What follows belongs to an exercise in optimizing a design on an open flow for small area; a production flow would make more cautious choices. RTL that was checked went through simulation tests only; none was proved equivalent to the original. Power is estimated from default activity; no workload was simulated.

## the reference run
// regbank_top
module regbank_top #(
    parameter int NUM_PAIRS   = 8,
    parameter int SYNC_STAGES = 2
) (
    input  logic               s_axi_aclk,
    input  logic               s_axi_aresetn,
    input  regbank_pkg::addr_t s_axi_awaddr,
    input  logic               s_axi_awvalid,
    output logic               s_axi_awready,
    input  regbank_pkg::data_t s_axi_wdata,
    input  regbank_pkg::strb_t s_axi_wstrb,
    input  logic               s_axi_wvalid,
    output logic               s_axi_wready,
    output regbank_pkg::resp_t s_axi_bresp,
    output logic               s_axi_bvalid,
    input  logic               s_axi_bready,
    input  regbank_pkg::addr_t s_axi_araddr,
    input  logic               s_axi_arvalid,
    output logic               s_axi_arready,
    output regbank_pkg::data_t s_axi_rdata,
    output regbank_pkg::resp_t s_axi_rresp,
    output logic               s_axi_rvalid,
    input  logic               s_axi_rready,
    input  logic [NUM_PAIRS*regbank_pkg::DATA_WIDTH-1:0] status_in,   
    output logic [NUM_PAIRS*regbank_pkg::DATA_WIDTH-1:0] ctrl_out
);
Size: about 1800 cells after synthesis, about 1100 flip-flops, ~610 I/O pins, about 30000 um^2 of cells after synthesis.
clock: 5.0 ns
lec_check: 0
cap_margin: 20
core_margin: 2
core_utilization: 70
slew_margin: 20
standard.sh (not shown) runs the stock make flow with config.mk's settings and CLKGATE_MAP_FILE= SYNTH_SCRIPT=/design/flow/synth_recipe.tcl, a recipe that flattens the netlist after the stock synthesis.
==> flow/flow/run.sh <==
#!/bin/bash
# Standard synthesis script on the design with the read-data select (rd_select)
# given as sky130 cells, then the standard layout with the smallest port buffers
# and a lighter clock tree (small leaf buffers, a strong root, no dummy loads).
set -euo pipefail
python3 flow/swap_module.py design.v flow/rd_select_cells.v design_cells.v > swap.log 2>&1
V="VERILOG_FILES=$PWD/design_cells.v"
bash standard.sh "$V" synth > synth.log 2>&1
bash standard.sh "$V" \
  "BUFFER_PORTS_ARGS=-buffer_cell sky130_fd_sc_hd__buf_1" \
  "CTS_ARGS=-sink_clustering_enable -repair_clock_nets -dont_use_dummy_load -buf_list sky130_fd_sc_hd__clkbuf_4 -root_buf sky130_fd_sc_hd__clkbuf_16 -sink_clustering_size 9 -sink_clustering_max_diameter 45" \
  finish > layout.log 2>&1
Other scripts of this flow, unchanged in this note and not shown: flow/flow/rd_select_cells.v, flow/flow/swap_module.py
The reference run: done, clean on timing, DRC and antenna
What the trial run does differently from the reference run at the input level:
# the reference run
export LEC_CHECK = 0
export CAP_MARGIN = 20
export CORE_MARGIN = 2
export CORE_UTILIZATION = 70
export SLEW_MARGIN = 20
create_clock -name core_clock -period 5.0 [get_ports {s_axi_aclk}]
# the trial run
export LEC_CHECK = 0
export CAP_MARGIN = 20
export CORE_MARGIN = 2
export CORE_UTILIZATION = 80
export SLEW_MARGIN = 20
create_clock -name core_clock -period 5.0 [get_ports {s_axi_aclk}]
Results
Between the reference run and the trial run, the area of all placed cells without fillers figures differ only marginally. After synthesis and placement, the instance count of the trial run is below that of the reference run. Summary: first-pass GRT wire length, the trial run worse than the reference run. The reference run → the trial run: power after layout rose 0.42%; total routing resource utilization after global routing up 6.1 points; synthesis-to-layout area growth held. The trial run vs the reference run: instance area at placement down slightly. The trial run: worst ir drop on vdd higher than the reference run. Summary of the trial run over the reference run: share of final layout cell area taken by clock buffers and inverters held steady; fraction of power spent switching nets grew by 0.35 points; required time at the endpoint of the critical path shrank by 0.03 ns.
No run of this note included a check of the RTL's function; only the layout flow was run.

========
## alpha
Another version of the RTL of regbank_top (not shown whole).
Size: ~1900 cells after synthesis, ~1100 flip-flops, ~610 I/O pins.
==> flow/config.mk <==
export PLATFORM = sky130hd
export DESIGN_NAME = regbank_top
export DESIGN_NICKNAME = regbank_top
export VERILOG_FILES = /design/flow/design.v
export SDC_FILE = /design/flow/constraint.sdc
export NUM_CORES = 4
export LEC_CHECK = 0
export CAP_MARGIN = 20
export CORE_MARGIN = 2
export CORE_UTILIZATION = 60
export SLEW_MARGIN = 20
==> flow/constraint.sdc <==
create_clock -name core_clock -period 5.0 [get_ports {s_axi_aclk}]
set_input_delay 1.0000 -clock core_clock [delete_from_list [all_inputs] [get_ports {s_axi_aclk}]]
set_output_delay 1.0000 -clock core_clock [all_outputs]
set_load 0.01 [all_outputs]
==> flow/flow/run.sh <==
#!/bin/bash
# Standard synthesis and layout, with smaller port buffers and a lighter clock tree.
set -euo pipefail
bash standard.sh synth > synth.log 2>&1
bash standard.sh \
  "BUFFER_PORTS_ARGS=-buffer_cell sky130_fd_sc_hd__buf_1" \
  "CTS_ARGS=-sink_clustering_enable -repair_clock_nets -dont_use_dummy_load -buf_list sky130_fd_sc_hd__clkbuf_4 -sink_clustering_size 10 -sink_clustering_max_diameter 45" \
  finish > layout.log 2>&1
Looking at the reports, alpha completed the entire flow and the layout it produced met the timing, design-rule and antenna checks.
Input changes introduced in beta (baseline for comparison: alpha):
Settings: a change of CORE_UTILIZATION from 60 to 40.
==> flow/run.sh (new file) <==
#!/bin/bash
# synth_recipe.tcl (not shown) runs the flow's synth.tcl, then flattens the netlist and writes it again
# the make line also repeats each setting of config.mk as NAME=value (left out here)
make -C /OpenROAD-flow-scripts/flow DESIGN_CONFIG=/design/flow/config.mk WORK_HOME=/design/flow/orfs CLKGATE_MAP_FILE= SYNTH_SCRIPT=/design/flow/synth_recipe.tcl finish
removed: flow/flow/run.sh
removed: flow/standard.sh
==> comparison <==
Across both runs, data arrival time of the worst path was lower for beta than for alpha. Taking alpha as the reference point, the clock transition time at the flip-flop clock pins of the worst setup and hold paths of beta falls by 0.05 ns. For the relative contribution of sequential cells to total power, beta came in 16 points lower than alpha did. beta — number of logic stages on the critical path including buffering 2 higher, alpha as reference. The run showing the smaller peak ir drop on the vdd network is alpha. Against alpha, power after layout in beta came out worse. beta reports a lower clock skew than alpha does. Against alpha, cell area in beta rose by more than 10%.

========
== rev 12 ==
The RTL this note starts from:
==> flow/design.v <==
package regbank_pkg;
    localparam int MAX_PAIRS  = 16;
    localparam int REG_IDX_W  = $clog2(MAX_PAIRS) + 1;   
    localparam int ADDR_LSB   = 2;
    localparam int ADDR_WIDTH = REG_IDX_W + ADDR_LSB;
    localparam int DATA_WIDTH = 32;
    localparam int STRB_WIDTH = DATA_WIDTH / 8;
    typedef logic [ADDR_WIDTH-1:0] addr_t;
    typedef logic [DATA_WIDTH-1:0] data_t;
    typedef logic [STRB_WIDTH-1:0] strb_t;
    typedef logic [1:0]            resp_t;
    localparam resp_t RESP_OKAY = 2'b00;
    typedef enum logic {
        KIND_STATUS = 1'b0,
        KIND_CTRL   = 1'b1
    } reg_kind_e;
    typedef struct packed {
        logic [REG_IDX_W-2:0] pair;
        reg_kind_e            kind;
    } reg_fields_t;
    typedef union packed {
        logic [REG_IDX_W-1:0] raw;
        reg_fields_t          fld;
    } reg_idx_u;
endpackage
module rd_select #(
    parameter int N = 17
) (
    input  logic [N-1:0] sel,
    input  logic [N-1:0] src,
    output logic         y
);
    assign y = |(sel & src);
endmodule
module pick2 (
    input  logic a,
    input  logic sa,
    input  logic b,
    input  logic sb,
    output logic y
);
    assign y = (a && sa) || (b && sb);
endmodule
module and2_drv (
    input  logic a,
    input  logic b,
    output logic y
);
    assign y = a && b;
endmodule
module and2_wide (
    input  logic a,
    input  logic b,
    output logic y
);
    assign y = a && b;
endmodule
module nand2_drv (
    input  logic a,
    input  logic b,
    output logic y
);
    assign y = !(a && b);
endmodule
module regbank_top #(
    parameter int NUM_PAIRS   = 8,
    parameter int SYNC_STAGES = 2
) (
    input  logic               s_axi_aclk,
    input  logic               s_axi_aresetn,
    input  regbank_pkg::addr_t s_axi_awaddr,
    input  logic               s_axi_awvalid,
    output logic               s_axi_awready,
    input  regbank_pkg::data_t s_axi_wdata,
    input  regbank_pkg::strb_t s_axi_wstrb,
    input  logic               s_axi_wvalid,
    output logic               s_axi_wready,
    output regbank_pkg::resp_t s_axi_bresp,
    output logic               s_axi_bvalid,
    input  logic               s_axi_bready,
    input  regbank_pkg::addr_t s_axi_araddr,
    input  logic               s_axi_arvalid,
    output logic               s_axi_arready,
    output regbank_pkg::data_t s_axi_rdata,
    output regbank_pkg::resp_t s_axi_rresp,
    output logic               s_axi_rvalid,
    input  logic               s_axi_rready,
    input  logic [NUM_PAIRS*regbank_pkg::DATA_WIDTH-1:0] status_in,   
    output logic [NUM_PAIRS*regbank_pkg::DATA_WIDTH-1:0] ctrl_out
);
    localparam int IW = regbank_pkg::REG_IDX_W;    
    localparam int LSB = regbank_pkg::ADDR_LSB;
    localparam int DW = regbank_pkg::DATA_WIDTH;
    localparam int SW = regbank_pkg::STRB_WIDTH;
    assign s_axi_bresp = regbank_pkg::RESP_OKAY;
    assign s_axi_rresp = regbank_pkg::RESP_OKAY;
    logic          aw_pending, w_pending, b_stall, wr_en;
    logic [IW-1:0] aw_buf, waddr;
    logic [DW-1:0] w_buf_data, wr_data;
    logic [SW-1:0] w_buf_strb, wr_strb;
    assign aw_pending = s_axi_awvalid || !s_axi_awready;
    assign w_pending  = s_axi_wvalid || !s_axi_wready;
    assign b_stall    = s_axi_bvalid && !s_axi_bready;
    assign wr_en      = aw_pending && w_pending && !b_stall;
    always_ff @(posedge s_axi_aclk)
    begin
        if (!s_axi_aresetn)
            s_axi_awready <= 1'b1;
        else if (b_stall)
            s_axi_awready <= !aw_pending;
        else if (w_pending)
            s_axi_awready <= 1'b1;
        else
            s_axi_awready <= s_axi_awready && !s_axi_awvalid;
    end
    always_ff @(posedge s_axi_aclk)
    begin
        if (!s_axi_aresetn)
            s_axi_wready <= 1'b1;
        else if (b_stall)
            s_axi_wready <= !w_pending;
        else if (aw_pending)
            s_axi_wready <= 1'b1;
        else
            s_axi_wready <= s_axi_wready && !s_axi_wvalid;
    end
    always_ff @(posedge s_axi_aclk)
    begin
        if (!s_axi_aresetn)
            s_axi_bvalid <= 1'b0;
        else if (wr_en)
            s_axi_bvalid <= 1'b1;
        else if (s_axi_bready)
            s_axi_bvalid <= 1'b0;
    end
    assign waddr   = s_axi_awready ? s_axi_awaddr[LSB +: IW] : aw_buf;
    logic ld_bus, ld_buf;
    assign ld_bus = s_axi_aresetn && s_axi_wready;
    assign ld_buf = s_axi_aresetn && !s_axi_wready;
    for (genvar i = 0; i < DW; i++)
    begin : g_wd
        pick2 u_pick (.a(s_axi_wdata[i]), .sa(ld_bus), .b(w_buf_data[i]), .sb(ld_buf), .y(wr_data[i]));
    end
    assign wr_strb = s_axi_wready ? s_axi_wstrb : w_buf_strb;
    always_ff @(posedge s_axi_aclk)
    begin
        aw_buf     <= waddr;
        w_buf_data <= wr_data;
        w_buf_strb <= wr_strb;
    end
    logic [NUM_PAIRS-1:0][DW-1:0] ctrl_q;
    logic wr_ctrl;
    assign wr_ctrl = wr_en && waddr[0] && !waddr[IW-1];
    logic [DW-1:0] ctrl_d;
    assign ctrl_d = wr_data;
    logic [NUM_PAIRS-1:0]         en_pair;
    logic [SW-1:0]                en_byte;
    logic [NUM_PAIRS-1:0][SW-1:0] ctrl_en, ctrl_hold;    
    logic [NUM_PAIRS-1:0][DW-1:0] ctrl_next;
    always_comb
    begin
        for (int p = 0; p < NUM_PAIRS; p++)
            en_pair[p] = !s_axi_aresetn || (wr_ctrl && waddr[IW-2:1] == p);
        for (int b = 0; b < SW; b++)
            en_byte[b] = !s_axi_aresetn || wr_strb[b];
    end
    for (genvar p = 0; p < NUM_PAIRS; p++)
    begin : g_en_p
        for (genvar b = 0; b < SW; b++)
        begin : g_en_b
            and2_drv  u_en  (.a(en_pair[p]), .b(en_byte[b]), .y(ctrl_en[p][b]));
            nand2_drv u_hld (.a(en_pair[p]), .b(en_byte[b]), .y(ctrl_hold[p][b]));
        end
    end
    for (genvar p = 0; p < NUM_PAIRS; p++)
    begin : g_cn_p
        for (genvar i = 0; i < DW; i++)
        begin : g_cn_i
            pick2 u_next (.a(ctrl_d[i]), .sa(ctrl_en[p][i/8]), .b(ctrl_q[p][i]), .sb(ctrl_hold[p][i/8]),
                          .y(ctrl_next[p][i]));
        end
    end
    always_ff @(posedge s_axi_aclk)
        ctrl_q <= ctrl_next;
    assign ctrl_out = ctrl_q;
    (* ASYNC_REG = "TRUE" *) logic [NUM_PAIRS*DW-1:0] sync1, sync2;
    logic [NUM_PAIRS-1:0][DW-1:0] status_r;
    logic [2:0] run_hist;    
    logic       status_ok;
    always_ff @(posedge s_axi_aclk)
    begin
        sync1    <= status_in;
        sync2    <= sync1;
        status_r <= sync2;
        run_hist <= {run_hist[1:0], s_axi_aresetn};
    end
    assign status_ok = &run_hist;
    logic          rd_pending, r_stall;
    logic [IW-1:0] ar_buf, raddr;
    logic [DW-1:0] rd_word;
    assign rd_pending = s_axi_arvalid || !s_axi_arready;
    assign r_stall    = s_axi_rvalid && !s_axi_rready;
    always_ff @(posedge s_axi_aclk)
    begin
        if (!s_axi_aresetn)
            s_axi_rvalid <= 1'b0;
        else if (r_stall)
            s_axi_rvalid <= 1'b1;
        else
            s_axi_rvalid <= rd_pending;
    end
    always_ff @(posedge s_axi_aclk)
    begin
        if (!s_axi_aresetn)
            s_axi_arready <= 1'b1;
        else if (r_stall)
            s_axi_arready <= !rd_pending;
        else
            s_axi_arready <= 1'b1;
    end
    assign raddr = s_axi_arready ? s_axi_araddr[LSB +: IW] : ar_buf;
    always_ff @(posedge s_axi_aclk)
        ar_buf <= raddr;
    logic [2*NUM_PAIRS:0] sel;
    logic [NUM_PAIRS-1:0] rd_pair;
    logic                 rd_ctrl, rd_status;
    assign rd_ctrl   = !r_stall && !raddr[IW-1] && raddr[0];
    assign rd_status = !r_stall && !raddr[IW-1] && !raddr[0] && status_ok;
    always_comb
        for (int p = 0; p < NUM_PAIRS; p++)
            rd_pair[p] = raddr[IW-2:1] == p;
    for (genvar p = 0; p < NUM_PAIRS; p++)
    begin : g_sel
        and2_wide u_c (.a(rd_ctrl),   .b(rd_pair[p]), .y(sel[2*p+1]));
        and2_wide u_s (.a(rd_status), .b(rd_pair[p]), .y(sel[2*p]));
    end
    assign sel[2*NUM_PAIRS] = r_stall;
    for (genvar i = 0; i < DW; i++)
    begin : g_rd
        logic [2*NUM_PAIRS:0] src;
        always_comb
        begin
            for (int p = 0; p < NUM_PAIRS; p++)
            begin
                src[2*p+1] = ctrl_q[p][i];
                src[2*p]   = status_r[p][i];
            end
            src[2*NUM_PAIRS] = s_axi_rdata[i];
        end
        rd_select #(.N(2*NUM_PAIRS+1)) u_sel (.sel(sel), .src(src), .y(rd_word[i]));
    end
    always_ff @(posedge s_axi_aclk)
        s_axi_rdata <= rd_word;
endmodule
clock: 5.0 ns
lec_check: 0
cap_margin: 20
core_margin: 2
core_utilization: 76
slew_margin: 20
synth_hierarchical: 1
synth_minimum_keep_size: 0
==> flow/flow/run.sh <==
#!/bin/bash
# Standard synthesis script on the design with the read-data select (rd_select)
# given as sky130 cells, then the standard layout with the smallest port buffers
# and a lighter clock tree (small leaf buffers, a strong root, no dummy loads).
set -euo pipefail
python3 flow/swap_module.py design.v flow/rd_select_cells.v design_cells.v > swap.log 2>&1
V="VERILOG_FILES=$PWD/design_cells.v"
bash standard.sh "$V" synth > synth.log 2>&1
bash standard.sh "$V" \
  "BUFFER_PORTS_ARGS=-buffer_cell sky130_fd_sc_hd__buf_1" \
  "CTS_ARGS=-sink_clustering_enable -repair_clock_nets -dont_use_dummy_load -buf_list sky130_fd_sc_hd__clkbuf_4 -root_buf sky130_fd_sc_hd__clkbuf_16 -sink_clustering_size 9 -sink_clustering_max_diameter 45" \
  finish > layout.log 2>&1
Other scripts of this flow, unchanged in this note and not shown: flow/flow/rd_select_cells.v, flow/flow/swap_module.py
Rev 12: full flow OK, the timing, design-rule and antenna checks passed
The following lists how rev 13 was set up differently from rev 12:
- changing CORE_UTILIZATION from 76 to 70
--- outcome ---
When rev 13 is measured against rev 12, its part of the total power dissipated in the clock network turns out 0.5 points higher.
Rev 13 ended with less post-route core utilization than rev 12.
Taking rev 12 as the reference, in rev 13 area of placed instances saw little to no change, share of cell area taken by multi-input logic gates saw little to no change, worst hold slack saw an increase, y dimension of the die saw an increase.
Horizontal die dimension in rev 13 is 8.4 um above rev 12.
Worst setup slack delta for rev 13 relative to rev 12: 0.040 ns lower
The run showing the smaller switching part of the total power is rev 12.
~same final instance area in rev 12 and rev 13
Compared rev 13 vs rev 12, and share of the clock period used by the worst path after layout is up in rev 13.

-- port drivers added, routing unchanged --
How much do the figures lean on ideal ports? The routed layouts below were timed once more, with nothing changed but the port constraints. Step 1, drivers: a clkbuf_16 drives s_axi_aclk and a buf_2 each remaining input, both assumed. Step 2, shift: input delay + t, output delay - t, t = (earliest + latest rising clock arrival at the registers) / 2. This alone moves slack from input paths to output paths. a / b / c = no drivers / after step 1 / after step 2; a / b = the first two.
| run | t, ns | setup slack, ns | pins driven straight from the clock port |
|---|---|---|---|
| the reference run | 0.738 | 1.460 / 1.460 / 1.244 | 1 |
| the trial run | 0.695 | 1.477 / 1.477 / 1.257 | 1 |
| alpha | 1.046 | 1.136 / 1.136 / 0.916 | 1 |
| beta | 0.721 | 1.217 / 1.217 / 0.706 | 1 |
| rev 12 | 0.671 | 1.606 / 1.606 / 1.200 | 1 |
| rev 13 | 0.736 | 1.566 / 1.566 / 1.014 | 1 |
After both steps setup and hold are still met in every run listed. The setup slack of rev 13, which loses most, moves by 0.000 ns with the drivers and by -0.552 ns with both steps.
